What follows belongs to an exercise in optimizing a design on an open flow for small area, a short achievable clock period and few clock cycles per item; a production flow would make more cautious choices. Function was checked by simulation only, so behaviour that the tests miss may differ from the original. Power figures rest on the tool's default switching activity, not on a simulated workload.

==> run P: inputs <==
==> flow/design.v (excerpt) <==
module weighted_reaction_selector #(
    parameter int MAX_REACTIONS = 16
) (
    input  logic         clk,
    input  logic         rst_n,
    input  logic         psel,
    input  logic         penable,
    input  logic         pwrite,
    input  logic [2:0]   paddr,
    input  logic [31:0]  pwdata,
    output logic [31:0]  prdata,
    output logic         pready,
    input  logic         start,
    input  logic [72:0]  cmd_in,      
    output logic         busy,
    output logic         done,
    output logic [41:0]  result_out   
);
    localparam int RW = wrs_pkg::RATE_W;
    localparam int PW = wrs_pkg::PREFIX_W;
    logic [wrs_pkg::CNT_W-1:0] cfg_reg;
    logic                      cfg_wr;
    assign pready = 1'b1;
    assign cfg_wr = psel && penable && pwrite && (paddr[2] == wrs_pkg::REG_REACTIONS_IN_USE);
    always_ff @(posedge clk or negedge rst_n)
    begin
        if (!rst_n)
        begin
            cfg_reg <= wrs_pkg::CNT_RESET;
        end
        else if (cfg_wr)
        begin
            cfg_reg <= pwdata[wrs_pkg::CNT_W-1:0];
        end
    end
    assign prdata = (paddr[2] == wrs_pkg::REG_REACTIONS_IN_USE) ? {{(32-wrs_pkg::CNT_W){1'b0}}, cfg_reg} : '0;
    logic [4:0] n_act;
    assign n_act = cfg_reg[4] ? 5'd16 : cfg_reg;
    function automatic logic [35:0] bk_add(input logic [35:0] x, input logic [35:0] z);
        logic [35:0] g, p, p0;
        begin
            g  = x & z;
            p  = x ^ z;
            p0 = p;
            for (int d = 1; d < 36; d = d * 2)
            begin
                for (int i = 2 * d - 1; i < 36; i = i + 2 * d)
                begin
                    g[i] = g[i] | (p[i] & g[i - d]);
                    p[i] = p[i] & p[i - d];
                end
            end
            for (int d = 16; d >= 1; d = d / 2)
            begin
                for (int i = 3 * d - 1; i < 36; i = i + 2 * d)
  ...
export LEC_CHECK = 0
export CAP_MARGIN = 20
export CORE_MARGIN = 2
export CORE_UTILIZATION = 40
export SETUP_SLACK_MARGIN = 5
export SLEW_MARGIN = 20
create_clock -name core_clock -period 9.5 [get_ports {clk}]
run.sh (not shown) runs the stock make flow with config.mk's settings and CLKGATE_MAP_FILE= SYNTH_SCRIPT=/design/flow/synth_recipe.tcl, a recipe that flattens the netlist after the stock synthesis.
==> inputs of run Y, as changes to run P <==
--- a/flow/design.v
+++ b/flow/design.v
@@ -73,70 +73,90 @@
         else if (cfg_wr)
         begin
             cfg_reg <= pwdata[wrs_pkg::CNT_W-1:0];
         end
     end
     assign prdata = (paddr[2] == wrs_pkg::REG_REACTIONS_IN_USE) ? {{(32-wrs_pkg::CNT_W){1'b0}}, cfg_reg} : '0;
     logic [4:0] n_act;
     assign n_act = cfg_reg[4] ? 5'd16 : cfg_reg;
-    function automatic logic [35:0] bk_add(input logic [35:0] x, input logic [35:0] z);
-        logic [35:0] g, p, p0;
+    function automatic logic [37:0] bk_add38(input logic [37:0] x, input logic [37:0] z);
+        logic [37:0] g, p, p0;
         begin
             g  = x & z;
             p  = x ^ z;
             p0 = p;
-            for (int d = 1; d < 36; d = d * 2)
+            for (int d = 1; d < 38; d = d * 2)
             begin
-                for (int i = 2 * d - 1; i < 36; i = i + 2 * d)
+                for (int i = 2 * d - 1; i < 38; i = i + 2 * d)
                 begin
                     g[i] = g[i] | (p[i] & g[i - d]);
                     p[i] = p[i] & p[i - d];
                 end
             end
             for (int d = 16; d >= 1; d = d / 2)
             begin
-                for (int i = 3 * d - 1; i < 36; i = i + 2 * d)
+                for (int i = 3 * d - 1; i < 38; i = i + 2 * d)
                 begin
                     g[i] = g[i] | (p[i] & g[i - d]);
                     p[i] = p[i] & p[i - d];
                 end
             end
-            bk_add = p0 ^ {g[34:0], 1'b0};
+            bk_add38 = p0 ^ {g[36:0], 1'b0};
+        end
+    endfunction
+    function automatic logic [35:0] bk_add(input logic [35:0] x, input logic [35:0] z);
+        logic [37:0] t;
+        begin
+            t      = bk_add38({2'b0, x}, {2'b0, z});
+            bk_add = t[35:0];
+        end
+    endfunction
+    function automatic logic [36:0] bk_sub(input logic [35:0] x, input logic [35:0] z);
+        logic [37:0] t;
+        begin
+            t      = bk_add38({1'b0, x, 1'b1}, {1'b1, ~z, 1'b1});
+            bk_sub = t[37:1];
         end
     endfunction
     logic [RW-1:0] rate_q [16];
     logic [15:0]   valid_q;
     logic [33:0] base1_q;
     logic [34:0] base2_q;
     logic [35:0] base3_q;
     logic [35:0] tot_q;
     logic [4:0] new_n;
     logic [1:0] new_g;
     logic [2:0] new_m;
     logic [15:0] rc_hot;     
+    logic [15:0] act_q;      
     logic [2:0]  rc_left;
     logic        rc_busy;
     assign new_n   = pwdata[4] ? 5'd16 : pwdata[4:0];
     assign new_g   = new_n[4] ? 2'd3 : new_n[3:2];
     assign new_m   = new_n[4] ? 3'd4 : {1'b0, new_n[1:0]};
     assign rc_busy = (rc_left != 3'd0);
     assign busy    = rc_busy;
     always_ff @(posedge clk or negedge rst_n)
     begin
         if (!rst_n)
         begin
             rc_left <= 3'd0;
             rc_hot  <= 16'd0;
+            act_q   <= 16'd1;
         end
         else if (cfg_wr)
         begin
             rc_left <= new_m;
             for (int k = 0; k < 16; k++)
             begin
+                act_q[k] <= (5'(k) < new_n);
+            end
+            for (int k = 0; k < 16; k++)
+            begin
                 rc_hot[k] <= (new_m != 3'd0) && ({new_g, 2'd0} == 4'(k));
             end
         end
         else if (rc_busy)
         begin
             rc_left <= rc_left - 3'd1;
             rc_hot  <= (rc_left == 3'd1) ? 16'd0 : {rc_hot[14:0], 1'b0};
         end
@@ -174,21 +194,24 @@
     assign a_rate = a_cmd[67:36];
     assign a_pt   = a_cmd[35:0];
     logic          b_v, b_rc;
     logic          b_op;
     logic [3:0]    b_idx;
     logic [RW-1:0] b_rate;
     logic [PW-1:0] b_data;
     logic          b_wr;
+    logic [3:0]    b_en;     
     assign b_wr = b_v && (b_op == wrs_pkg::OP_WRITE);
     logic          a_fwd;
     logic [RW-1:0] a_tab;
     logic [RW-1:0] a_old;
     logic [32:0]   delta;
+    logic          a_wr;
+    assign a_wr = a_v && !rc_busy && (a_op == wrs_pkg::OP_WRITE);
     assign a_fwd = b_wr && (b_idx == a_idx);
     always_comb
     begin
         a_tab = '0;
         for (int k = 0; k < 16; k++)
         begin
             a_tab = a_tab | ((valid_q[k] && (a_hot[k] || rc_hot[k])) ? rate_q[k] : '0);
         end
@@ -196,21 +219,26 @@
     assign a_old = a_fwd ? b_rate : a_tab;
     assign delta = {1'b0, a_rate} - {1'b0, a_old};
     always_ff @(posedge clk or negedge rst_n)
     begin
         if (!rst_n)
         begin
             b_v  <= 1'b0;
             b_rc <= 1'b0;
+            b_en <= 4'b0000;
         end
         else
         begin
-            b_v  <= a_v && !rc_busy;
-            b_rc <= rc_busy && !cfg_wr;
+            b_v   <= a_v && !rc_busy;
+            b_rc  <= rc_busy && !cfg_wr;
+            b_en[0] <= a_wr && (a_idx[3:2] == 2'd0);
+            b_en[1] <= a_wr && !a_idx[3];
+            b_en[2] <= a_wr && (a_idx[3:2] != 2'd3);
+            b_en[3] <= (a_wr && ((a_hot & act_q) != 16'd0)) || (rc_busy && !cfg_wr);
         end
     end
     always_ff @(posedge clk)
     begin
         b_op   <= a_op;
         b_idx  <= a_idx;
         b_rate <= a_rate;
         if (rc_busy)
@@ -221,27 +249,25 @@
         begin
             b_data <= {{3{delta[32]}}, delta};
         end
         else
         begin
             b_data <= a_pt;
         end
     end
-    logic        b_act;
     logic [35:0] tot_upd;
     logic [36:0] d1, d2, d3;
     logic        b_beyond;
     logic [3:0]  b_ghot;
     logic [35:0] b_rest;
-    assign b_act   = ({1'b0, b_idx} < n_act);
-    assign tot_upd = bk_add(tot_q, ((b_wr && b_act) || b_rc) ? b_data : 36'd0);
-    assign d1 = {1'b0, b_data} - {3'b0, base1_q};
-    assign d2 = {1'b0, b_data} - {2'b0, base2_q};
-    assign d3 = {1'b0, b_data} - {1'b0, base3_q};
+    assign tot_upd = bk_add(tot_q, b_en[3] ? b_data : 36'd0);
+    assign d1 = bk_sub(b_data, {2'b0, base1_q});
+    assign d2 = bk_sub(b_data, {1'b0, base2_q});
+    assign d3 = bk_sub(b_data, base3_q);
     assign b_beyond = (b_data >= tot_q);
     always_comb
     begin
         b_ghot = 4'b0000;
         if (!d3[36])
         begin
             b_ghot[3] = 1'b1;
             b_rest    = d3[35:0];
@@ -286,19 +312,19 @@
         begin
             for (int k = 0; k < 16; k++)
             begin
                 if (b_wr && (b_idx == 4'(k)))
                 begin
                     valid_q[k] <= 1'b1;
                 end
             end
-            base1_q <= 34'(bk_add({2'b0, base1_q}, (b_wr && b_idx[3:2] == 2'd0) ? b_data : 36'd0));
-            base2_q <= 35'(bk_add({1'b0, base2_q}, (b_wr && b_idx[3]   == 1'b0) ? b_data : 36'd0));
-            base3_q <= bk_add(base3_q, (b_wr && b_idx[3:2] != 2'd3) ? b_data : 36'd0);
+            base1_q <= 34'(bk_add({2'b0, base1_q}, b_en[0] ? b_data : 36'd0));
+            base2_q <= 35'(bk_add({1'b0, base2_q}, b_en[1] ? b_data : 36'd0));
+            base3_q <= bk_add(base3_q, b_en[2] ? b_data : 36'd0);
             if (cfg_wr)
             begin
                 case (new_g)
                     2'd0:    tot_q <= 36'd0;
                     2'd1:    tot_q <= {2'b0, base1_q};
                     2'd2:    tot_q <= {1'b0, base2_q};
                     default: tot_q <= base3_q;
                 endcase
@@ -307,53 +333,59 @@
             begin
                 tot_q <= tot_upd;
             end
         end
     end
     logic        c_v;
     logic        c_op;
     logic        c_beyond;
-    logic [3:0]  c_ghot;
+    logic [1:0]  c_g;
+    logic [11:0] c_sel;      
     logic [35:0] c_rest;
     always_ff @(posedge clk or negedge rst_n)
     begin
         if (!rst_n)
         begin
             c_v <= 1'b0;
         end
         else
         begin
             c_v <= b_v;
         end
     end
     always_ff @(posedge clk)
     begin
         c_op     <= b_op;
         c_beyond <= b_beyond;
-        c_ghot   <= b_ghot;
+        c_g      <= {b_ghot[3] || b_ghot[2], b_ghot[3] || b_ghot[1]};
+        for (int g = 0; g < 4; g++)
+        begin
+            for (int j = 0; j < 3; j++)
+            begin
+                c_sel[3 * g + j] <= b_ghot[g] && valid_q[4 * g + j];
+            end
+        end
         c_rest   <= b_rest;
     end
     logic [RW-1:0] r0, r1, r2;
-    logic [1:0]    c_g;
     logic          e1, e2, e3;
     logic [1:0]    c_cnt;
     always_comb
     begin
         r0 = '0;
         r1 = '0;
         r2 = '0;
         for (int g = 0; g < 4; g++)
         begin
-            r0 = r0 | ((valid_q[4 * g + 0] && c_ghot[g]) ? rate_q[4 * g + 0] : '0);
-            r1 = r1 | ((valid_q[4 * g + 1] && c_ghot[g]) ? rate_q[4 * g + 1] : '0);
-            r2 = r2 | ((valid_q[4 * g + 2] && c_ghot[g]) ? rate_q[4 * g + 2] : '0);
+            r0 = r0 | (c_sel[3 * g + 0] ? rate_q[4 * g + 0] : '0);
+            r1 = r1 | (c_sel[3 * g + 1] ? rate_q[4 * g + 1] : '0);
+            r2 = r2 | (c_sel[3 * g + 2] ? rate_q[4 * g + 2] : '0);
         end
     end
-    assign c_g = {c_ghot[3] || c_ghot[2], c_ghot[3] || c_ghot[1]};
     logic [37:0] x1, n0, n1, n2;
     logic [37:0] z1, z2, u1, u2;
     logic [37:0] f2, f3;
     assign x1 = {2'b0, c_rest};
     assign n0 = ~{6'b0, r0};
     assign n1 = ~{6'b0, r1};
     assign n2 = ~{6'b0, r2};
     assign z1 = x1 ^ n0 ^ n1;
Settings changed: CORE_UTILIZATION 40 to 65.
==> summary of the runs <==
Worst setup slack: run Y is better than run P (0.38 ns). In run Y the flip-flop and latch count is higher than in run P, by 28. Clock power: run P is smaller than run Y (about 4%). Against run P, the wire length of run Y is smaller by about 2.6%. Sequential power: run P is lower than run Y (about 5%). Of run P and run Y, run Y has the higher core utilization (gap 30 points). Between run Y and run P, the lower via count is in run P (gap about 0.3%, measured against run P). Against run Y, the synthesized cell count of run P is larger by about 4.6%. Of run P and run Y, run Y has the higher non-clock buffer count (gap 27).
Testbench counts of run P, summed over its fixed seeds: cycles 6,672, items 6,630.
Testbench counts of run Y, summed over its fixed seeds: cycles 6,672, items 6,630.

afterwards: timing with drivers on the ports:
In the flow no input, the clock included, has a driving cell. The finished layouts below were timed again as built, in two steps.
Step 1: set_driving_cell puts a clkbuf_16 on clk and a buf_2 on each other input, an assumption about the parent block.
Step 2 times the ports against the registers' clock, not the clock port: input delays grow and output delays shrink by t, the midpoint of the rising clock arrivals with the driver on.
a / b / c = ideal / step 1 / step 2; a / b = the first two.
run	t (ns)	setup slack, ns	worst setup path after step 2
run P	0.770	4.055 / 4.055 / 4.055	register to register
run Y	0.763	4.435 / 4.435 / 4.435	register to register
After both steps setup and hold are still met in every run listed.
